Source: an optimization exercise on an open RTL-to-GDS flow (aim: small area, a short achievable clock period and few clock cycles per item). Production flows keep margins and buffers that such runs may drop.
Function was not checked in any run shown here: the RTL went through the layout flow alone.

### flow/config.mk
export PLATFORM = sky130hd
export DESIGN_NAME = polynomial_share_generator_mod251
export DESIGN_NICKNAME = polynomial_share_generator_mod251
export VERILOG_FILES = /design/flow/design.v
export SDC_FILE = /design/flow/constraint.sdc
export NUM_CORES = 4
export LEC_CHECK = 0
export CAP_MARGIN = 20
export CORE_MARGIN = 2
export CORE_UTILIZATION = 40
export SLEW_MARGIN = 20
### flow/constraint.sdc
create_clock -name core_clock -period 11.0 [get_ports {i_clk}]
set_input_delay 2.2000 -clock core_clock [delete_from_list [all_inputs] [get_ports {i_clk}]]
set_output_delay 2.2000 -clock core_clock [all_outputs]
set_load 0.01 [all_outputs]
### flow/design.v
package psg_pkg;
    localparam int NUM_COEF_FIELDS = 8;
    localparam int COEF_W          = 8;
    localparam int THRESH_W        = 4;
    localparam int SHARE_CNT_W     = 5;
    localparam int VALUE_W         = 8;
    localparam int DEF_MAX_COEFS   = 8;
    localparam int DEF_MAX_SHARES  = 16;
endpackage
module psg_mulj #(
    parameter int J = 1
) (
    input  logic [7:0]  i_a,
    input  logic [7:0]  i_b,
    output logic [11:0] o_v
);
    assign o_v = 12'(J) * 12'(i_a) + 12'(J) * 12'(i_b);
endmodule
module psg_fold (
    input  logic [11:0] i_v,
    output logic [7:0]  o_s
);
    logic [8:0] f;
    logic [9:0] t;
    always_comb begin
        f   = 9'(i_v[7:0]) + 9'(i_v[11:8]) + {3'b0, i_v[11:8], 2'b0};
        t   = 10'(f) + 10'd5;
        o_s = (t[9:8] != 2'b00) ? t[7:0] : f[7:0];
    end
endmodule
module psg_add2 (
    input  logic [7:0] i_a,
    input  logic [7:0] i_b,
    output logic [7:0] o_s
);
    logic [8:0] s;
    logic [8:0] t;
    always_comb begin
        s   = 9'(i_a) + 9'(i_b);
        t   = 9'(i_a) + 9'(i_b) + 9'd5;
        o_s = t[8] ? t[7:0] : s[7:0];
    end
endmodule
module psg_add3c (
    input  logic [8:0] i_a,
    input  logic [8:0] i_b,
    input  logic [8:0] i_c,
    output logic [7:0] o_s
);
    logic [8:0] x;
    logic [9:0] y;
    logic [9:0] s0;
    logic [9:0] s1;
    logic [9:0] s2;
    always_comb begin
        x  = i_a ^ i_b ^ i_c;
        y  = {(i_a & i_b) | (i_a & i_c) | (i_b & i_c), 1'b0};
        s0 = 10'(x) + y;
        s1 = 10'(x) + y + 10'd5;      
        s2 = 10'(x) + y + 10'd10;     
        if (s2[9])                 o_s = s2[7:0];
        else if (s1[9:8] != 2'b00) o_s = s1[7:0];
        else                       o_s = s0[7:0];
    end
endmodule
module psg_red2 (
    input  logic [8:0] i_a,
    output logic [7:0] o_s
);
    logic [9:0] s1;
    logic [9:0] s2;
    always_comb begin
        s1 = 10'(i_a) + 10'd5;       
        s2 = 10'(i_a) + 10'd10;      
        if (s2[9])                 o_s = s2[7:0];
        else if (s1[9:8] != 2'b00) o_s = s1[7:0];
        else                       o_s = i_a[7:0];
    end
endmodule
module psg_add3 (
    input  logic [8:0] i_a,
    input  logic [8:0] i_b,
    input  logic [8:0] i_c,
    output logic [7:0] o_s
);
    logic [9:0] s0;
    logic [9:0] s1;
    logic [9:0] s2;
    always_comb begin
        s0 = 10'(i_a) + 10'(i_b) + 10'(i_c);
        s1 = 10'(i_a) + 10'(i_b) + 10'(i_c) + 10'd5;      
        s2 = 10'(i_a) + 10'(i_b) + 10'(i_c) + 10'd10;     
        if (s2[9])                 o_s = s2[7:0];
        else if (s1[9:8] != 2'b00) o_s = s1[7:0];
        else                       o_s = s0[7:0];
    end
endmodule
module psg_seq (
    input  logic        i_clk,
    input  logic        i_rst_n,
    input  logic        i_valid,
    input  logic [63:0] i_item,
    input  logic [2:0]  i_deg,       
    input  logic [4:0]  i_n,
    input  logic        i_take,      
    output logic        o_full,
    output logic        o_ready,     
    output logic        o_done,
    output logic [4:0]  o_n,
    output logic [63:0] o_tab        
);
    logic        r_full;
    logic        r_ready;
    logic        r_done;
    logic        r_ph;               
    logic [2:0]  r_steps;
    logic [7:2]  r_live;             
    logic [4:0]  r_n;
    logic [7:0]  r_d0;
    logic [7:1][7:0]  r_d;
    logic [7:2][11:0] r_v;
    logic [7:2][11:0] n_v;
    logic [7:1][7:0]  n_d;
    logic [7:2][7:0]  m_d;           
    logic [7:2]       we;            
    logic [7:0]       coef;          
    logic [8:0]       s1;
    assign o_full  = r_full;
    assign o_ready = r_ready;
    assign o_done  = r_done;
    assign o_n     = r_n;
    assign o_tab   = {m_d, r_d[1], r_d0};
    always_comb begin
        for (int j = 2; j < 8; j++) m_d[j] = r_live[j] ? r_d[j] : 8'd0;
        we[2] = 1'b1;
        for (int j = 3; j < 8; j++) we[j] = r_live[j-1];
        coef = 8'd0;
        for (int j = 2; j < 8; j++) if (we[j] && !r_live[j]) coef = r_d[j];
    end
    assign s1 = 9'(r_d[1]) + 9'(r_d0);
    psg_red2 u_red1 (.i_a(s1), .o_s(n_d[1]));
    psg_mulj #(.J(2)) u_mul2 (.i_a(m_d[2]), .i_b(r_d[1]), .o_v(n_v[2]));
    generate
        for (genvar j = 3; j < 7; j++) begin : g_mul
            psg_mulj #(.J(j)) u_mul (.i_a(m_d[j]), .i_b(r_d[j-1]), .o_v(n_v[j]));
        end
        for (genvar j = 2; j < 8; j++) begin : g_fold
            psg_fold u_fold (.i_v(r_v[j]), .o_s(n_d[j]));
        end
    endgenerate
    psg_mulj #(.J(7)) u_mul7 (.i_a(8'd0), .i_b(r_d[6]), .o_v(n_v[7]));
    always_ff @(posedge i_clk) begin
        if (!i_rst_n) begin
            r_full  <= 1'b0;
            r_ready <= 1'b1;
            r_done  <= 1'b0;
        end else if (!r_full) begin
            r_full  <= i_valid;
            r_ready <= !i_valid;
            r_done  <= i_valid && (i_deg <= 3'd1);
        end else if (i_take) begin
            r_full  <= 1'b0;
            r_ready <= 1'b1;
            r_done  <= 1'b0;
        end else if (r_steps != 3'd0 && r_ph) begin
            r_done <= (r_steps == 3'd1);
        end
    end
    always_ff @(posedge i_clk) begin
        if (!r_full) begin
            r_v     <= '0;
            r_v[2]  <= {3'b0, i_item[63:56], 1'b0};
            r_ph    <= 1'b1;
            r_live  <= '0;
            r_steps <= (i_deg == 3'd0) ? 3'd0 : i_deg - 3'd1;
            r_n     <= i_n;
            r_d0    <= (i_deg == 3'd0) ? i_item[63:56] : i_item[55:48];
            r_d[1]  <= (i_deg == 3'd0) ? 8'd0 : i_item[63:56];
            for (int j = 2; j < 8; j++) r_d[j] <= i_item[(7-j)*8 +: 8];
        end else if (r_steps != 3'd0) begin
            r_v  <= n_v;
            r_ph <= !r_ph;
            if (r_ph) begin
                r_steps <= r_steps - 3'd1;
                r_live  <= {r_live[6:2], 1'b1};
                r_d0    <= coef;
                r_d[1]  <= n_d[1];
                for (int j = 2; j < 8; j++) if (we[j]) r_d[j] <= n_d[j];
            end
        end
    end
endmodule
module polynomial_share_generator_mod251 (
    input  logic        i_clk,
    input  logic        i_rst_n,
    input  logic        i_cfg_we,
    input  logic [0:0]  i_cfg_idx,
    input  logic [4:0]  i_cfg_data,
    input  logic        i_valid,
    output logic        o_ready,
    input  logic [63:0] i_item,
    output logic        o_valid,
    input  logic        i_ready,
    output logic [13:0] o_item
);
    logic [3:0]  r_threshold;
    logic [4:0]  r_share_count;
    logic [2:0]  deg;
    logic [4:0]  cnt;
    logic        a_full;
    logic        a_done;
    logic [4:0]  a_n;
    logic [63:0] a_tab;
    logic        load;
    always_ff @(posedge i_clk) begin
        if (!i_rst_n) begin
            r_threshold   <= 4'd2;
            r_share_count <= 5'd4;
        end else if (i_cfg_we) begin
            if (i_cfg_idx == 1'b0) begin
                r_threshold   <= i_cfg_data[3:0];
            end else begin
                r_share_count <= i_cfg_data;
            end
        end
    end
    always_comb begin
        if (r_threshold == 4'd0)     deg = 3'd0;
        else if (r_threshold > 4'd8) deg = 3'd7;
        else                         deg = 3'(r_threshold - 4'd1);
        if (r_share_count == 5'd0)       cnt = 5'd1;
        else if (r_share_count > 5'd16)  cnt = 5'd16;
        else                             cnt = r_share_count;
    end
    psg_seq u_seq (
        .i_clk    (i_clk),
        .i_rst_n  (i_rst_n),
        .i_valid  (i_valid),
        .i_item   (i_item),
        .i_deg    (deg),
        .i_n      (cnt),
        .i_take   (load),
        .o_full   (a_full),
        .o_ready  (o_ready),
        .o_done   (a_done),
        .o_n      (a_n),
        .o_tab    (a_tab)
    );
    logic        r_valid;
    logic        r_last;
    logic [4:0]  r_x;
    logic [4:0]  r_n;
    logic [7:0]  r_out;
    logic [7:1][7:0] r_r;
        logic [6:1][7:0] st_r;
    logic [7:0]  ld_out;
    logic [7:0]  st_out;
    logic        step;
    logic        sel_load;
    logic        en;
    assign sel_load = a_done && (!r_valid || r_last);
    assign load = sel_load && (!r_valid || i_ready);
    assign step = r_valid && i_ready && !r_last;
    assign en   = load || step;
    generate
        for (genvar j = 1; j < 7; j++) begin : g_add
            psg_add2 u_add (.i_a(r_r[j]), .i_b(r_r[j+1]), .o_s(st_r[j]));
        end
    endgenerate
    psg_add3 u_out_ld (.i_a({1'b0, a_tab[7:0]}), .i_b({1'b0, a_tab[15:8]}), .i_c(9'd0), .o_s(ld_out));
    psg_add3c u_out_st (.i_a({1'b0, r_out}), .i_b({1'b0, r_r[1]}), .i_c({1'b0, r_r[2]}), .o_s(st_out));
    always_ff @(posedge i_clk) begin
        if (!i_rst_n) begin
            r_valid <= 1'b0;
        end else if (load) begin
            r_valid <= 1'b1;
        end else if (i_ready) begin
            if (r_last) r_valid <= 1'b0;
        end
    end
    always_ff @(posedge i_clk) begin
        if (en) begin
            r_x    <= sel_load ? 5'd1 : r_x + 5'd1;
            r_n    <= sel_load ? a_n : r_n;
            r_last <= sel_load ? (a_n == 5'd1) : (r_x + 5'd1 == r_n);
            r_out  <= sel_load ? ld_out : st_out;
            r_r    <= sel_load ? a_tab[63:8] : {r_r[7], st_r};
        end
    end
    assign o_valid = r_valid;
    assign o_item  = {r_x, r_out, r_last};
endmodule
### flow/flow/run.sh
#!/bin/bash
# Standard layout, with timing repair asked to leave 7.5 ns of setup slack at the design's
# clock period (the standard flow stops repairing once the design meets the period).
set -euo pipefail
bash standard.sh SETUP_SLACK_MARGIN=7.5 finish > flow_standard.log 2>&1
### flow/standard.sh
#!/bin/bash
# synth_recipe.tcl (not shown) runs the flow's synth.tcl, then flattens the netlist and writes it again
# the make line also repeats each setting of config.mk as NAME=value (left out here)
make -C /OpenROAD-flow-scripts/flow DESIGN_CONFIG=/design/flow/config.mk WORK_HOME=/design/flow/orfs CLKGATE_MAP_FILE= SYNTH_SCRIPT=/design/flow/synth_recipe.tcl "${@:-finish}"
==> summary.txt, run 1 <==
Status
  • Status: finished clean

Critical path
  • Critical Path Start Type: flop
  • Reg2reg start: r_r[1]
  • Worst R2R End: r_out[4]
  • Worst Setup End Kind: flop
  • Crit Path Category: flop to flop
  • R2r setup slk: between 7 and 8 ns
  • Reg2Reg Depth: 13
  • Critical Path RT: around 11 ns
  • Crit Path Max Fanout: 4
  • CP arrival: ~4.3 ns

Timing
  • Slew margin rel.: 0.407
  • Final period util: 0.362
  • Min setup slack post-route: 7.02 ns
  • Final slew viol count: 0
  • Max Clock Freq: roughly 250 MHz
  • RSZ-0062 raised after global routing: true
  • Setup_tns: 0 ns
  • Clock skew: approximately 0.025 ns
  • Min cycle time layout: about 4.0 ns
  • Final hold viol count: 0
  • Worst-Margin Slew: just under 0.9 ns
  • Worst hold slack: 0.455 ns
  • Count of final setup violators: 0

Clock tree
  • CTS root buf: clkbuf_16
  • Longest Clk Path Bufs: 3
  • CTS tree: yes
  • Clk pin slew, worst setup/hold paths: around 0.060 ns
  • Hold buffer count at cts: 0
  • Number of H-tree levels: 1
  • TritonCTS buffer count: 29
  • Clock Latency Late Sink: about 0.58 ns
  • # clock sinks: 230

Die
  • Initial core utilization: 0.403
  • Io pins: 91
  • Die area: 51900 um^2
  • Core ar.: between 40000 and 50000 um^2
  • Die H: about 230 um
  • Row cnt: 82
  • Horiz. Die Dim: 228 um

Synth
  • Synthesized net count: 2525
  • Area fraction of the dominant cell type after synthesis: 0.232
  • Flops & latches, synth: 230
  • Async SR Flop Fraction: 0
  • Gate Count Post-Synth: about 2200
  • Most common cell in the synthesized netlist: ha_1
  • Yosys cell types: 84
  • YS warnings: 7
  • Largest cells by area after synthesis: edfxtp_1 (23%), ha_1 (14%), dfxtp_1 (7.5%)
  • Post-synth top cells: ha_1 (228), nand2_1 (210), a21oi_1 (183), edfxtp_1 (155), nor2_1 (135)
  • Post-synth top flop: edfxtp_1
  • Yosys top cell by area: edfxtp_1
  • Sequential fraction of the synthesis area: 0.307
  • Post-synth EDFFs: roughly 160
  • Post-Synthesis Cell Area: 20000 um^2
  • Syn_area_per_cell: slightly above 9 um^2

Drt
  • Via density per instance: around 5.5
  • Final ANT Viol Nets: 0
  • DRT Pass-1 Iters: 10
  • Drt total wl: 54600 um
  • DRT iter0 DRCs: between 1000 and 1500
  • Wire per inst: 18.3 um
  • DRC: 0
  • Vias: approximately 16000

Final layout
  • Register Area: roughly 6200 um^2
  • Final layout net count: 2659
  • Area grow syn2layout: 19.7%
  • # diodes: 0
  • Share of layout cells above drive strength 1: 0.140
  • Multi-input logic area: ~14000 um^2
  • Fill count: roughly 4600
  • Final core occ: 0.482
  • Non-filler instance count after layout: roughly 3000

Place
  • Post-DP HPWL: 40600 um
  • Global placer's final weighted congestion: between 0.8 and 0.9
  • PortBufs: 90
  • Pre-CTS WS: 6.74 ns
  • Placed insts: roughly 2800

Global route
  • Largest net degree at the start of global routing: between 80 and 90
  • GRT Overall Usage: 0.205
  • Initial antenna violation count: 0
  • First-pass GRT wire length: 86600 um
  • Grt total ovfl: 0
  • Vias in the first global route: approximately 16000

Run
  • Max_cap viols: 0

Worst hold path
  • Hold Startpoint: u_seq.r_n[2]
  • Class of the worst hold path: flop to flop
  • Hold Crit Endpoint: r_n[2]
  • Min-Delay Path Depth: 0
[repair_timing]
| item | CTS | global route |
|---|---|---|
| gates resized for setup | 107 | 103 |
| setup endpoints to repair | 98 | 150 |
| pin swaps | 40 | 54 |
| setup buffers | 42 | 39 |
[final cells by class]
class / instances / share of cell area
inverters: 120 / 0.0188
clock buffers: 37 / 0.0323
repair buffers: 180 / 0.0655
multi-input cells: 1724 / 0.580
flip-flops and latches: 230 / 0.257
clock inverters: 17 / 0.0108
well taps: 672 / 0.0350
[layout by cell type, fill, tap and decap left out, types with 18 or more instances in the layout]
cell             Yosys  routed
a21oi_2              0      22
nor3_1              42      37
buf_4                1      82
nand2_1            210     208
xnor2_1            133     117
ha_1               228     215
fa_1                71      61
o211ai_1            38      38
xor2_1              56      51
nand3_1             38      37
nor2_1             135     134
o21ai_0            118     108
nor2b_1             34      31
inv_1              120     114
nand2b_1            20      18
and2_1              54      48
a21oi_1            183     156
mux2_2              22      20
a21o_1              53      53
edfxtp_1           155     155
clkdlybuf4s50_1      0      74
mux2i_1             37      36
dfxtp_1             75      64
o21bai_1            32      31
clkbuf_16            0      29
[cell families (layout without fill, tap and decap cells)]
kind of cell               after synthesis  after routing  synth area share
muxes                                   60             60            0.0316
adders and majority gates              300            300             0.214
DFF                                    230            230             0.307
xor gates and xnor gates               189            189            0.0826
AOI/OAI and AO/OA                      561            561             0.179
and+or+nand+nor                        614            614             0.149
buffers and inverters                  197            354            0.0376
[worst max-delay path, cell delays in order (launching register included)]
cell	delay, ns
edfxtp_1	0.42
fa_1	0.55
ha_2	0.18
inv_2	0.04
fa_2	0.37
nand2b_4	0.18
a21oi_4	0.17
o32ai_2	0.10
or3_1	0.40
or4_4	0.53
a32o_2	0.29
a22oi_2	0.14
xnor2_1	0.10
mux2_4	0.26
[registers in the layout, indices dropped and copies added (netlist names)]
register and cells:
u_seq.r_ph 1, u_seq.r_n 5, u_seq.r_v 63, u_seq.r_ready 1
r_n 5, r_valid 1, r_out 8, u_seq.r_live 6
u_seq.r_steps 3, r_share_count 5, r_last 1, u_seq.r_full 1
r_x 5, u_seq.r_done 1, u_seq.r_d 56, r_threshold 4
u_seq.r_d0 8, r_r 56
[per-layer routing]
layer | vias up | track usage | wire, um
li1 | 7989 | - | -
met2 | 397 | 0.351 | 26000
met4 | 0 | 0.0547 | 1350
met3 | 89 | 0.0215 | 2580
met1 | 7791 | 0.277 | 24600
met5 | - | 0 | 0
[worst max-delay path by stage]
stage	from	to	slack [ns]
finish	r_r[1]	r_out[4]	7.02
global placement	i_ready	u_seq.r_full	6.78
detailed placement	i_ready	u_seq.r_full	6.74
floorplan	r_r[9]	r_out[4]	7.13
global route	r_r[1]	r_out[6]	6.92
CTS	r_r[1]	r_out[4]	7.04
[metrics by stage]
step	cell area [um^2]
after CTS	23300
after floorplan	20100
after global routing	24000
final	24000
after detailed placement	21600
after global placement	21600
==> run 2: changes to the inputs <==
==> flow/flow/run.sh (replaced) <==
#!/bin/bash
# Standard layout, with timing repair asked to leave 7.0 ns of setup slack at the design's
# clock period (the standard flow stops repairing once the design meets the period).
set -euo pipefail
bash standard.sh SETUP_SLACK_MARGIN=7.0 finish > flow_standard.log 2>&1
==> run 2 against run 1 <==
Net effect:
- clock skew about the same
- still clean on timing, DRC and antenna
- synthesized area is the same
- largest cell class unchanged
- register-to-register slack worse by 0.06 ns
==> summary.txt, run 2 <==
Drt
  • DRC: 0
  • Drt total wl: ~53000 um
  • Via density per instance: roughly 5.4
  • DRT Pass-1 Iters: 5
  • DRT iter0 DRCs: between 1000 and 1500
  • Wire per inst: between 15 and 20 um
  • Final ANT Viol Nets: 0
  • Vias: approximately 16000

Final layout
  • Commonest non-fill, non-tap cells in the layout: ha_1 (226), nand2_1 (210), a21oi_1 (177)
  • Top Registers: u_seq.r_v (63), r_r (56), u_seq.r_d (56)
  • Largest register FFs: 63
  • Area grow syn2layout: 13.4%
  • Final core occ: 0.457
  • Final layout net count: 2590
  • Register bank with the most flops: u_seq.r_v
  • Share of layout cells above drive strength 1: 0.0661
  • Non-filler instance count after layout: between 2000 and 3000
  • Most common cell after layout, fill and taps aside: ha_1

Critical path
  • Reg2Reg Depth: 13
  • Worst Setup End Kind: flop
  • CP arrival: between 4 and 5 ns
  • Crit Path Category: flop to flop
  • Critical Path Start Type: flop
  • Critical Path RT: between 10 and 15 ns
  • Crit Path Max Fanout: 4

Clock tree
  • # clock sinks: 230
  • CTS root buf: clkbuf_16
  • Longest Clk Path Bufs: 3
  • CTS tree: yes
  • Clock Latency Late Sink: 0.58 ns
  • Hold buffer count at cts: 0
  • Number of H-tree levels: 1
  • Clk pin slew, worst setup/hold paths: 0.06 ns
  • TritonCTS buffer count: 29

Place
  • Post-DP HPWL: 40900 um
  • Global placer's final weighted congestion: between 0.8 and 0.9
  • Placed insts: approximately 2800
  • PortBufs: 90
  • Pre-CTS WS: about 6.7 ns

Timing
  • Final slew viol count: 0
  • Max Clock Freq: 247 MHz
  • Min cycle time layout: 4.04 ns
  • RSZ-0062 raised after global routing: true
  • Final hold viol count: 0
  • Final period util: 0.368
  • Setup_tns: 0 ns
  • Clock skew: approximately 0.025 ns
  • Min setup slack post-route: 6.96 ns
  • Count of final setup violators: 0
  • Worst hold slack: about 0.45 ns
  • Worst-Margin Slew: around 0.9 ns
  • Slew margin rel.: 0.390

Global route
  • Vias in the first global route: approximately 16000
  • Initial antenna violation count: 0
  • Largest net degree at the start of global routing: between 70 and 80
  • GRT Overall Usage: 0.201
  • First-pass GRT wire length: roughly 85000 um
  • Grt total ovfl: 0

Status
  • Status: finished clean

Synth
  • Largest cells by area after synthesis: edfxtp_1 (23%), ha_1 (14%), dfxtp_1 (7.5%)
  • Synthesized net count: around 2500
  • Async SR Flop Fraction: 0
  • Post-synth top flop: edfxtp_1
  • Flops & latches, synth: 230
  • Most common cell in the synthesized netlist: ha_1
  • Yosys cell types: 84
  • Post-Synthesis Cell Area: 20000 um^2
  • Syn_area_per_cell: 9.32 um^2
  • Gate Count Post-Synth: roughly 2200
  • Post-synth EDFFs: 155
  • YS warnings: 7
  • Area fraction of the dominant cell type after synthesis: 0.232
  • Post-synth top cells: ha_1 (228), nand2_1 (210), a21oi_1 (183), edfxtp_1 (155), nor2_1 (135)
  • Sequential fraction of the synthesis area: 0.307
  • Yosys top cell by area: edfxtp_1

Die
  • Row cnt: 82
  • Die area: between 50000 and 60000 um^2
  • Io pins: 91
  • Initial core utilization: 0.403
  • Horiz. Die Dim: roughly 230 um
  • Core ar.: about 50000 um^2
  • Die H: roughly 230 um

Worst hold path
  • Min-Delay Path Depth: 0
  • Class of the worst hold path: flop to flop

Run
  • Max_cap viols: 0
==> run 2: repair_timing <==
action,CTS,global route
endpoints found under the setup margin,10,26
hold endpoints to repair,0,0
buffers inserted,3,8
resized for setup,12,21
pin swaps,4,6
==> run 2: per-stage QoR <==
step	instance area (um^2)
6_report	22700
5_1_grt	22700
4_1_cts	22600
3_5_place_dp	21600
3_3_place_gp	21600
2_1_floorplan	20100
==> run 2: area by class of cell <==
type	count	area [um^2]
Antenna cell	1	2.50
Timing Repair Buffer	111	1060
Tap cell	672	841
Fill cell	4805	27000
Sequential cell	230	6160
Clock buffer	33	771
Inverter	120	450
Multi-Input combinational cell	1724	13300
Clock inverter	21	149
==> run 2: worst paths after layout <==
path / startpoint / to / slack [ns]
setup reg to reg: r_out[1] / r_out[4] / 6.96
hold / removal: u_seq.r_n[0] / r_n[0] / 0.45
hold reg to reg: u_seq.r_n[0] / r_n[0] / 0.45
setup / recovery: r_out[1] / r_out[4] / 6.96
==> run 2: cell families (layout without fill, tap and decap cells) <==
logic type,Yosys count,after routing,synth area share
simple gates,614,614,0.149
xor+xnor,189,189,0.0826
fa+ha+maj,300,300,0.214
compound gates,561,561,0.179
buf+inv,197,285,0.0376
flops,230,230,0.307
mux,60,60,0.0316
other cells,0,1,0
==> run 2: layer usage <==
layer	vias to the layer above	track usage	part of all wire
li1	7863	-	-
met1	7618	0.278	0.47
met2	315	0.336	0.47
met3	67	0.0218	0.041
met4	0	0.0478	0.022
met5	-	0	0
==> run 2: critical path, cell delays in order, from the launching register on <==
cell and delay, ns:
edfxtp_1 0.43, fa_1 0.56, ha_2 0.18, inv_2 0.04, fa_2 0.38, nand2b_4 0.18, a21oi_4 0.15, o32ai_2 0.11
or3_1 0.42, or4_4 0.54, a32o_2 0.31, a22oi_2 0.13, xnor2_1 0.09, mux2_4 0.27
==> run 3: changes to the inputs <==
--- a/flow/design.v
+++ b/flow/design.v
@@ -43,38 +43,2 @@
 endmodule
-module psg_add3c (
-    input  logic [8:0] i_a,
-    input  logic [8:0] i_b,
-    input  logic [8:0] i_c,
-    output logic [7:0] o_s
-);
-    logic [8:0] x;
-    logic [9:0] y;
-    logic [9:0] s0;
-    logic [9:0] s1;
-    logic [9:0] s2;
-    always_comb begin
-        x  = i_a ^ i_b ^ i_c;
-        y  = {(i_a & i_b) | (i_a & i_c) | (i_b & i_c), 1'b0};
-        s0 = 10'(x) + y;
-        s1 = 10'(x) + y + 10'd5;      
-        s2 = 10'(x) + y + 10'd10;     
-        if (s2[9])                 o_s = s2[7:0];
-        else if (s1[9:8] != 2'b00) o_s = s1[7:0];
-        else                       o_s = s0[7:0];
-    end
-endmodule
-module psg_red2 (
-    input  logic [8:0] i_a,
-    output logic [7:0] o_s
-);
-    logic [9:0] s1;
-    logic [9:0] s2;
-    always_comb begin
-        s1 = 10'(i_a) + 10'd5;       
-        s2 = 10'(i_a) + 10'd10;      
-        if (s2[9])                 o_s = s2[7:0];
-        else if (s1[9:8] != 2'b00) o_s = s1[7:0];
-        else                       o_s = i_a[7:0];
-    end
-endmodule
 module psg_add3 (
@@ -95,2 +59,16 @@
         else                       o_s = s0[7:0];
+    end
+endmodule
+module psg_red2 (
+    input  logic [8:0] i_a,
+    output logic [7:0] o_s
+);
+    logic [9:0] s1;
+    logic [9:0] s2;
+    always_comb begin
+        s1 = 10'(i_a) + 10'd5;       
+        s2 = 10'(i_a) + 10'd10;      
+        if (s2[9])                 o_s = s2[7:0];
+        else if (s1[9:8] != 2'b00) o_s = s1[7:0];
+        else                       o_s = i_a[7:0];
     end
@@ -270,3 +248,3 @@
     psg_add3 u_out_ld (.i_a({1'b0, a_tab[7:0]}), .i_b({1'b0, a_tab[15:8]}), .i_c(9'd0), .o_s(ld_out));
-    psg_add3c u_out_st (.i_a({1'b0, r_out}), .i_b({1'b0, r_r[1]}), .i_c({1'b0, r_r[2]}), .o_s(st_out));
+    psg_add3 u_out_st (.i_a({1'b0, r_out}), .i_b({1'b0, r_r[1]}), .i_c({1'b0, r_r[2]}), .o_s(st_out));
     always_ff @(posedge i_clk) begin
==> flow/flow/run.sh (replaced) <==
#!/bin/bash
# Standard layout, with timing repair asked to leave 7.5 ns of setup slack at the design's
# clock period (the standard flow stops repairing once the design meets the period).
set -euo pipefail
bash standard.sh SETUP_SLACK_MARGIN=7.5 finish > flow_standard.log 2>&1
==> run 3 against run 2 <==
Net effect:
- still clean
- sequential cell count did not move
==> summary.txt, run 3 <==
Clock tree
  • TritonCTS buffer count: 30
  • Number of H-tree levels: 1
  • Clk pin slew, worst setup/hold paths: ~0.06 ns
  • # clock sinks: between 200 and 250
  • Hold buffer count at cts: 0
  • CTS tree: yes
  • CTS root buf: clkbuf_16
  • Clock Latency Late Sink: between 0.5 and 0.6 ns
  • Longest Clk Path Bufs: 3

Status
  • Status: finished clean

Die
  • Core ar.: 50200 um^2
  • Row cnt: roughly 80
  • Horiz. Die Dim: around 230 um
  • Die H: roughly 230 um
  • Initial core utilization: 0.405
  • Io pins: 91
  • Die area: between 50000 and 60000 um^2

Timing
  • Worst hold slack: between 0.4 and 0.5 ns
  • Final period util: 0.359
  • Slew margin rel.: 0.331
  • Max Clock Freq: between 200 and 300 MHz
  • Final slew viol count: 0
  • Setup_tns: 0 ns
  • Worst-Margin Slew: 1.00 ns
  • Min cycle time layout: ~4 ns
  • Count of final setup violators: 0
  • RSZ-0062 raised after global routing: true
  • Final hold viol count: 0
  • Clock skew: about 0.030 ns

Synth
  • Yosys cell types: 94
  • Synthesized net count: roughly 2600
  • Async SR Flop Fraction: 0
  • Yosys top cell by area: edfxtp_1
  • Sequential fraction of the synthesis area: 0.303
  • Gate Count Post-Synth: 2199
  • Syn_area_per_cell: 9.25 um^2
  • Area fraction of the dominant cell type after synthesis: 0.229
  • Post-Synthesis Cell Area: approximately 20000 um^2
  • Flops & latches, synth: 230
  • Post-synth top cells: ha_1 (238), nand2_1 (209), a21oi_1 (180), nor2_1 (156), edfxtp_1 (155)
  • Post-synth EDFFs: 155
  • Post-synth top flop: edfxtp_1
  • YS warnings: 6
  • Largest cells by area after synthesis: edfxtp_1 (23%), ha_1 (15%), dfxtp_1 (7.4%)
  • Most common cell in the synthesized netlist: ha_1

Global route
  • Met1 Track Usage GR: 0.281
  • Routing usage on met2: 0.328
  • GRT met3 Usage: 0.0251
  • Vias in the first global route: 16346
  • Initial antenna violation count: 0
  • First-pass GRT wire length: around 87000 um
  • Grt total ovfl: 0
  • GRT Overall Usage: 0.203
  • Largest net degree at the start of global routing: between 80 and 90
  • Most used routing layer in global routing: met2

Worst hold path
  • Class of the worst hold path: flop to flop

Place
  • Post-DP HPWL: ~40000 um
  • Global placer's final weighted congestion: around 0.86
  • PortBufs: 90
  • DP Area: between 20000 and 25000 um^2

Final layout
  • Share of layout cells above drive strength 1: 0.140
  • Largest register FFs: 63
  • Area grow syn2layout: 19.6%
  • Register bank with the most flops: u_seq.r_v
  • Register Area: ~6000 um^2
  • Final Cell Area: 24300 um^2
  • Most common cell after layout, fill and taps aside: ha_1
  • Fill count: approximately 4700
  • Final layout net count: 2715
  • Commonest non-fill, non-tap cells in the layout: ha_1 (230), nand2_1 (208), edfxtp_1 (155)
  • Multi-input logic area: roughly 14000 um^2
  • Top Registers: u_seq.r_v (63), r_r (56), u_seq.r_d (56)

Critical path
  • Worst Setup End Kind: flop
  • Crit Path Max Fanout: 4
  • Crit Path Category: flop to flop
  • Critical Path RT: 11.33 ns
  • Critical Path Start Type: flop
  • CP arrival: approximately 4.3 ns
  • R2r setup slk: between 7 and 8 ns

Drt
  • DRT iter0 DRCs: ~910
  • Drt total wl: 54900 um
  • Vias: 16544
  • Final ANT Viol Nets: 0
  • Via density per instance: about 5.5
  • DRT Pass-1 Iters: 6
  • DRC: 0
  • Wire per inst: between 15 and 20 um

Run
  • Max_cap viols: 0
-- run 3: cell types whose count changed after synthesis, moves of 5 or more --
cell,previous run,this run
o21bai_1,32,25
o2111ai_1,1,7
inv_1,120,134
nor2_1,135,156
ha_1,228,238
xor2_1,56,64
a31oi_1,17,9
fa_1,71,64
o21ai_0,118,128
xnor2_1,133,128
or4_1,7,2
o21ai_1,1,15
-- run 3: layer usage --
layer / routed length (um) / up-vias
met5: 0 / -
met1: 25600 / 7935
met3: 2530 / 84
met4: 1720 / 0
li1: - / 8161
met2: 25000 / 364
-- run 3: timing repair --
action | CTS | global route
pin swaps | 58 | 70
resized for setup | 90 | 91
buffers inserted | 44 | 34
endpoints found under the setup margin | 60 | 150
gates cloned | 0 | 0
-- run 3: path summary, 6_finish.rpt --
| kind | from | cells after the start | endpoint |
|---|---|---|---|
| worst max-delay path | r_r[0] | 16 | r_out[4] |
| worst max register to register | r_r[0] | 16 | r_out[4] |
| worst min register to register | u_seq.r_n[3] | 0 | r_n[3] |
| worst min-delay path | u_seq.r_n[3] | 0 | r_n[3] |
-- run 3: stage by stage --
stage | std cells | worst slack, ns | util
floorplan | 2199 | 7.13 | -
global placement | 2900 | 6.80 | 0.438
detailed placement | 2900 | 6.77 | 0.438
CTS | 3000 | 7.00 | 0.472
global route | 3034 | 6.86 | 0.485
finish | 3035 | 7.05 | 0.485
-- run 3: layout make-up --
cell class                      instances  share of cell area
Tap cell                              672              0.0346
Clock inverter                         15             0.00658
Clock buffer                           41              0.0382
Sequential cell                       230               0.254
Inverter                              136              0.0210
Antenna cell                            1            0.000103
Multi-Input combinational cell       1764               0.581
Timing Repair Buffer                  176              0.0650
-- run 3: kinds of logic (layout without fill, tap and decap cells) --
kind of cell	after synthesis	count (layout)	share of synthesized area
AND/OR/NAND/NOR	632	632	0.152
AO/OA/AOI/OAI	573	573	0.181
adder cells (fa/ha/maj)	303	303	0.210
flip-flops	230	230	0.303
buffers and inverters	205	368	0.0382
XOR/XNOR	194	194	0.0843
multiplexers	62	62	0.0320
other	0	1	0
-- run 3: critical path: stages (launching register included) --
cell	delay (ns)
edfxtp_1	0.40
ha_2	0.21
fa_2	0.37
a21o_1	0.18
a21oi_2	0.14
xnor2_1	0.09
ha_2	0.36
nand2_4	0.07
nor3_2	0.29
o21ai_2	0.15
o2bb2ai_4	0.17
buf_4	0.17
o41a_1	0.45
nand4b_1	0.17
nand2_1	0.08
xor2_1	0.15
mux2_2	0.26
==> run 4: changes to the inputs <==
--- a/flow/design.v
+++ b/flow/design.v
@@ -235,2 +235,3 @@
     logic [7:0]  st_out;
+    logic [8:0]  r_q;                
     logic        step;
@@ -248,3 +249,3 @@
     psg_add3 u_out_ld (.i_a({1'b0, a_tab[7:0]}), .i_b({1'b0, a_tab[15:8]}), .i_c(9'd0), .o_s(ld_out));
-    psg_add3 u_out_st (.i_a({1'b0, r_out}), .i_b({1'b0, r_r[1]}), .i_c({1'b0, r_r[2]}), .o_s(st_out));
+    psg_add3 u_out_st (.i_a({1'b0, r_out}), .i_b(r_q), .i_c(9'd0), .o_s(st_out));
     always_ff @(posedge i_clk) begin
@@ -265,2 +266,3 @@
             r_r    <= sel_load ? a_tab[63:8] : {r_r[7], st_r};
+            r_q    <= sel_load ? 9'(a_tab[15:8]) + 9'(a_tab[23:16]) : 9'(st_r[1]) + 9'(st_r[2]);
         end
==> run 4 against run 3 <==
Net effect:
- clock-buffer cell count fell by 3
- synthesized area rose by 1.4%
- routed wire length rose by 3.5%
- first-iteration DRC count rose by 6.6%
- non-clock buffer count rose by 57
- hold slack improved by 0.0051 ns
- sequential cell count rose by 9
- global-route usage rose by 0.44 points
- register-to-register slack got worse by 0.56 ns
- critical endpoint is now r_q[7]
- highest routed layer unchanged
==> summary.txt, run 4 <==
Drt
  • DRC: 0
  • Vias: approximately 17000
  • Via density per instance: 5.42
  • DRT iter0 DRCs: 968
  • Drt total wl: 56800 um
  • Wire per inst: ~18 um
  • DRT Pass-1 Iters: 6
  • Final ANT Viol Nets: 0

Synth
  • Largest family of logic cells by synthesized area: adder cells
  • Synthesized net count: 2593
  • Gate Count Post-Synth: approximately 2200
  • Yosys cell types: 94
  • Post-synthesis mux area share: 0.0288
  • YS warnings: 6
  • Async SR Flop Fraction: 0
  • Syn_area_per_cell: ~9.3 um^2
  • Area fraction of the dominant cell type after synthesis: 0.239
  • Yosys top cell by area: edfxtp_1
  • Post-synth top cells: ha_1 (236), a21oi_1 (226), nand2_1 (226), edfxtp_1 (164), nor2_1 (148)
  • Flops & latches, synth: 239
  • Post-Synthesis Cell Area: approximately 21000 um^2
  • Largest cells by area after synthesis: edfxtp_1 (24%), ha_1 (14%), dfxtp_1 (7.3%)
  • Complex-gate fraction of the synthesized area: 0.180
  • Adder-Cell Fraction of Synth Area: 0.208
  • Most common cell in the synthesized netlist: ha_1
  • Post-synth EDFFs: 164
  • Sequential fraction of the synthesis area: 0.312
  • Synth Area in Simple Gates: 0.147
  • Post-synth top flop: edfxtp_1
  • Post-synthesis xor/xnor area fraction: 0.0875

Die
  • Die H: 231 um
  • Die area: approximately 53000 um^2
  • Horiz. Die Dim: ~230 um
  • Io pins: 91
  • Initial core utilization: 0.403
  • Core ar.: between 50000 and 60000 um^2
  • Row cnt: 83

Critical path
  • Crit Path Category: flop to flop
  • CP arrival: slightly below 5 ns
  • Critical Path RT: 11.44 ns
  • Reg2reg start: r_r[8]
  • Crit. Startpoint: r_r[8]
  • Crit Path Max Fanout: 3
  • Critical Path Start Type: flop
  • Worst Setup End Kind: flop

Global route
  • First-pass GRT wire length: between 80000 and 90000 um
  • Vias in the first global route: approximately 17000
  • Grt total ovfl: 0
  • Largest net degree at the start of global routing: 73
  • GRT Overall Usage: 0.207
  • Initial antenna violation count: 0

Clock tree
  • Number of H-tree levels: 1
  • CTS tree: yes
  • Clock Latency Late Sink: about 0.58 ns
  • Longest Clk Path Bufs: 3
  • CTS root buf: clkbuf_16
  • Clk pin slew, worst setup/hold paths: 0.07 ns
  • # clock sinks: between 200 and 250
  • TritonCTS buffer count: 28
  • Hold buffer count at cts: 0

Final layout
  • Final Cell Area: roughly 25000 um^2
  • Multi-input logic area: about 15000 um^2
  • Register bank with the most flops: u_seq.r_v
  • Area grow syn2layout: 23.6%
  • Commonest non-fill, non-tap cells in the layout: ha_1 (219), nand2_1 (218), a21oi_1 (178)
  • Most common cell after layout, fill and taps aside: ha_1
  • Share of layout cells above drive strength 1: 0.193
  • Fill count: 4709
  • Final layout net count: 2783
  • # diodes: 0
  • Register Area: 6450 um^2
  • Final core occ: 0.499
  • Top Registers: u_seq.r_v (63), r_r (56), u_seq.r_d (56)
  • Largest register FFs: 63
  • Non-filler instance count after layout: between 3000 and 4000

Timing
  • Final period util: 0.411
  • Final hold viol count: 0
  • RSZ-0062 raised after global routing: true
  • Slew margin rel.: 0.459
  • Clock skew: between 0.02 and 0.025 ns
  • Final slew viol count: 0
  • Max Clock Freq: about 220 MHz
  • Min cycle time layout: between 4 and 5 ns
  • Worst-Margin Slew: approximately 0.81 ns
  • Min setup slack post-route: 6.48 ns
  • Worst hold slack: 0.450 ns
  • Count of final setup violators: 0
  • Setup_tns: 0 ns

Place
  • Post-DP HPWL: 41800 um
  • PortBufs: 90
  • DP Area: 22400 um^2
  • Global placer's final weighted congestion: ~0.9
  • Placed insts: between 2000 and 3000
  • Pre-CTS WS: between 6 and 7 ns

Worst hold path
  • Hold Startpoint: u_seq.r_n[2]
  • Class of the worst hold path: flop to flop

Status
  • Status: finished clean

Run
  • Max_cap viols: 0
run 4: cells by family after synthesis:
kind of cell	count (synthesis)
flip-flops	239
AO/OA/AOI/OAI	586
adder cells (fa/ha/maj)	305
buffers and inverters	200
multiplexers	56
AND/OR/NAND/NOR	627
XOR/XNOR	205
run 4: repair_timing:
action | CTS | global route
setup endpoints to repair | 136 | 103
setup buffers | 78 | 55
pin swaps | 61 | 91
resized for setup | 130 | 164
run 4: layer usage:
metal  track usage  wire length, um
met5             0                0
met4        0.0700             2010
met3        0.0189             2260
met2         0.341            26600
met1         0.287            26000
run 4: critical path: stages, from the launching register on:
cell      delay (ns)
edfxtp_1        0.48
ha_4            0.22
fa_2            0.57
ha_4            0.14
nor2_2          0.05
nor3_2          0.19
or3b_4          0.42
or3_4           0.36
nand2_4         0.09
mux2_4          0.33
ha_4            0.27
a21oi_2         0.05
maj3_2          0.34
o31ai_4         0.23
a21oi_2         0.09
or4b_1          0.47
nand3_1         0.08
run 4: cell type report:
| cell class | instances | share of cell area |
|---|---|---|
| Multi-Input combinational cell | 1779 | 0.579 |
| Clock buffer | 38 | 0.0302 |
| Clock inverter | 14 | 0.00560 |
| Timing Repair Buffer | 233 | 0.0799 |
| Sequential cell | 239 | 0.253 |
| Inverter | 127 | 0.0189 |
| Tap cell | 680 | 0.0334 |
run 4: path summary, 6_finish.rpt:
check	slack, ns	depth (start not counted)	endpoint
max reg2reg	6.48	16	r_q[7]
min reg2reg	0.45	0	r_n[2]
max	6.48	16	r_q[7]
min	0.45	0	r_n[2]

## afterwards: timing with drivers on the ports
No port has a modelled driver above. Below, the same layouts with a new extraction and two added sets of constraints.
Step 1 assumes that a clkbuf_16 drives the clock port and a buf_2 every other input.
Step 2, shift: input delay + t, output delay - t, t = (earliest + latest rising clock arrival at the registers) / 2. This alone moves slack from input paths to output paths.
Slacks: ideal ports / drivers / drivers and shift; pairs: ideal ports / drivers.
run	t (ns)	slack for setup (ns)	worst register clock-pin slew, ns
run 1	0.617	7.018 / 7.018 / 7.018	0.07 / 0.07
run 2	0.619	6.957 / 6.957 / 6.957	0.06 / 0.06
run 3	0.624	7.046 / 7.046 / 7.046	0.06 / 0.06
run 4	0.627	6.483 / 6.483 / 6.483	0.07 / 0.07
After both steps every run listed still meets setup and hold.
